This design comes from an exercise in tuning for small area, a short achievable clock period and few clock cycles per item on the open sky130 flow, not from production work. Only simulation tests tie the RTL to the original design; equivalence was not proved. No activity file was given, so power comes from the tool's default toggle rates.

## aluTop
module aluTop (
	input  logic        clk,
	input  logic        rstN,
	input  logic        start,
	input  logic [15:0] a,
	input  logic [15:0] b,
	input  logic [3:0]  op,
	output logic        done,
	output logic [31:0] result,
	output logic [1:0]  error
);
Settings: LEC_CHECK=0, CAP_MARGIN=20, CORE_MARGIN=2, CORE_UTILIZATION=65, SLEW_MARGIN=20, SYNTH_HIERARCHICAL=1, SYNTH_MINIMUM_KEEP_SIZE=0; clock period 28.0 ns.
standard.sh (not shown) runs the stock make flow with config.mk's settings and CLKGATE_MAP_FILE= SYNTH_SCRIPT=/design/flow/synth_recipe.tcl, a recipe that flattens the netlist after the stock synthesis.
==> flow/flow/run.sh <==
#!/bin/bash
# Standard ORFS layout with these changes to how it is made (the clock period and
# the constraints are unchanged):
#  - the resizer's setup repair aims for a margin below the clock period;
#  - clock tree synthesis clusters more sinks per buffer and adds no dummy loads;
#  - the port buffers start as buf_2 (the resizer may still size them).
set -euo pipefail
export SETUP_SLACK_MARGIN=21.3
export CTS_ARGS="-sink_clustering_enable -repair_clock_nets -sink_clustering_size 25 -sink_clustering_max_diameter 60 -dont_use_dummy_load"
export BUFFER_PORTS_ARGS="-buffer_cell sky130_fd_sc_hd__buf_2"
bash standard.sh > standard_flow.log 2>&1
The first run ran to the end with no violations.
Testbench counts at the start, summed over its fixed seeds: cycles 8,040, items 8,000.
Then changed:
--- a/flow/flow/run.sh
+++ b/flow/flow/run.sh
@@ -8,3 +8,3 @@
 export SETUP_SLACK_MARGIN=21.3
-export CTS_ARGS="-sink_clustering_enable -repair_clock_nets -sink_clustering_size 25 -sink_clustering_max_diameter 60 -dont_use_dummy_load"
+export CTS_ARGS="-sink_clustering_enable -repair_clock_nets -sink_clustering_size 40 -sink_clustering_max_diameter 80 -dont_use_dummy_load"
 export BUFFER_PORTS_ARGS="-buffer_cell sky130_fd_sc_hd__buf_2"
After rerunning:
- non-clock buffer count climbs by 3
- hold slack is worse by 37 ps
- first-iteration DRC count climbs by 18%
- design area drops by 0.46%
- sequential share of layout area climbs by 0.11 points
Then changed:
--- a/flow/flow/run.sh
+++ b/flow/flow/run.sh
@@ -8,3 +8,3 @@
 export SETUP_SLACK_MARGIN=21.3
-export CTS_ARGS="-sink_clustering_enable -repair_clock_nets -sink_clustering_size 40 -sink_clustering_max_diameter 80 -dont_use_dummy_load"
+export CTS_ARGS="-sink_clustering_enable -repair_clock_nets -sink_clustering_size 30 -sink_clustering_max_diameter 80 -dont_use_dummy_load"
 export BUFFER_PORTS_ARGS="-buffer_cell sky130_fd_sc_hd__buf_2"
Global-route usage stays flat. Total power climbs by about 0.43%. Worst setup slack loses 18 ps. Clock power goes up by about 4%. Final area is about the same. Synthesized cell count is unchanged. Sequential share of layout area hardly moves. Via count hardly moves. Non-clock buffer count decreases by 1. Final cell count is unchanged. Synthesized area is unchanged.
Then changed:
--- a/flow/flow/run.sh
+++ b/flow/flow/run.sh
@@ -7,3 +7,3 @@
 set -euo pipefail
-export SETUP_SLACK_MARGIN=21.3
+export SETUP_SLACK_MARGIN=21.65
 export CTS_ARGS="-sink_clustering_enable -repair_clock_nets -sink_clustering_size 30 -sink_clustering_max_diameter 80 -dont_use_dummy_load"
Result: The new run went through all stages and came out clean; worst hold slack improves by 32 ps; worst setup slack gets better by 32 ps; sequential power barely changes; total power is higher by about 1.7%; cell count went up by 1.8%; flip-flop and latch count is unchanged.

========
aluTop again, from the RTL that the note above started with.
clock: 28.0 ns
lec_check: 0
cap_margin: 20
core_margin: 2
core_utilization: 65
slew_margin: 20
synth_hierarchical: 1
synth_minimum_keep_size: 0
==> flow/flow/run.sh <==
#!/bin/bash
# Standard ORFS layout with these changes to how it is made (the clock period and
# the constraints are unchanged):
#  - the resizer's setup repair aims for a margin below the clock period;
#  - clock tree synthesis clusters more sinks per buffer and adds no dummy loads;
#  - the port buffers start as buf_2 (the resizer may still size them).
set -euo pipefail
export SETUP_SLACK_MARGIN=21.3
export CTS_ARGS="-repair_clock_nets -dont_use_dummy_load"
export BUFFER_PORTS_ARGS="-buffer_cell sky130_fd_sc_hd__buf_2"
bash standard.sh > standard_flow.log 2>&1
Testbench counts at the start, summed over its fixed seeds: cycles 8,040, items 8,000.
Change:
--- a/flow/flow/run.sh
+++ b/flow/flow/run.sh
@@ -8,2 +8,2 @@
-export SETUP_SLACK_MARGIN=21.3
-export CTS_ARGS="-repair_clock_nets -dont_use_dummy_load"
+export SETUP_SLACK_MARGIN=21.5
+export CTS_ARGS="-sink_clustering_enable -repair_clock_nets -sink_clustering_size 30 -sink_clustering_max_diameter 80 -dont_use_dummy_load"
After rerunning: Power came out lower by roughly a tenth. Sequential share of layout area came out higher by 0.62 points. Via count hardly moves. Worst setup slack gets better by 34 ps. Wire length came out lower slightly. Die area stays the same. Worst hold slack gets better by 26 ps.

[port drivers added, routing unchanged]
The flow's constraints put no driver on any port. The routed layouts listed below were extracted and timed again, unchanged, in two steps. Step 1 sets driving cells, clkbuf_16 on the clock port and buf_2 on the other inputs (assumed; they add their load-dependent delay and slew). Step 2, shift: input delay + t, output delay - t, t = (earliest + latest rising clock arrival at the registers) / 2. This alone moves slack from input paths to output paths. a / b / c = no drivers / after step 1 / after step 2; a / b = the first two.
run	t, ns	slack for setup (ns)	worst setup path after step 2	slew at the worst register clock pin (ns)	cell pins on the clock port's net
the first run of note 1	0.557	21.436 / 21.387 / 21.330	input to register	0.09 / 0.09	1
the second run of note 1	0.546	21.425 / 21.372 / 21.403	input to register	0.12 / 0.12	1
the third run of note 1	0.542	21.407 / 21.357 / 21.414	input to register	0.10 / 0.10	1
the fourth run of note 1	0.539	21.439 / 21.390 / 21.401	input to register	0.10 / 0.10	1
the first run of note 2	0.611	21.403 / 21.351 / 21.334	input to register	0.06 / 0.06	1
the second run of note 2	0.542	21.437 / 21.386 / 21.424	input to register	0.10 / 0.10	1
After both steps setup and hold are still met in every run listed. The setup slack of the first run of note 1, which loses most, moves by -0.049 ns with the drivers and by -0.106 ns with both steps.
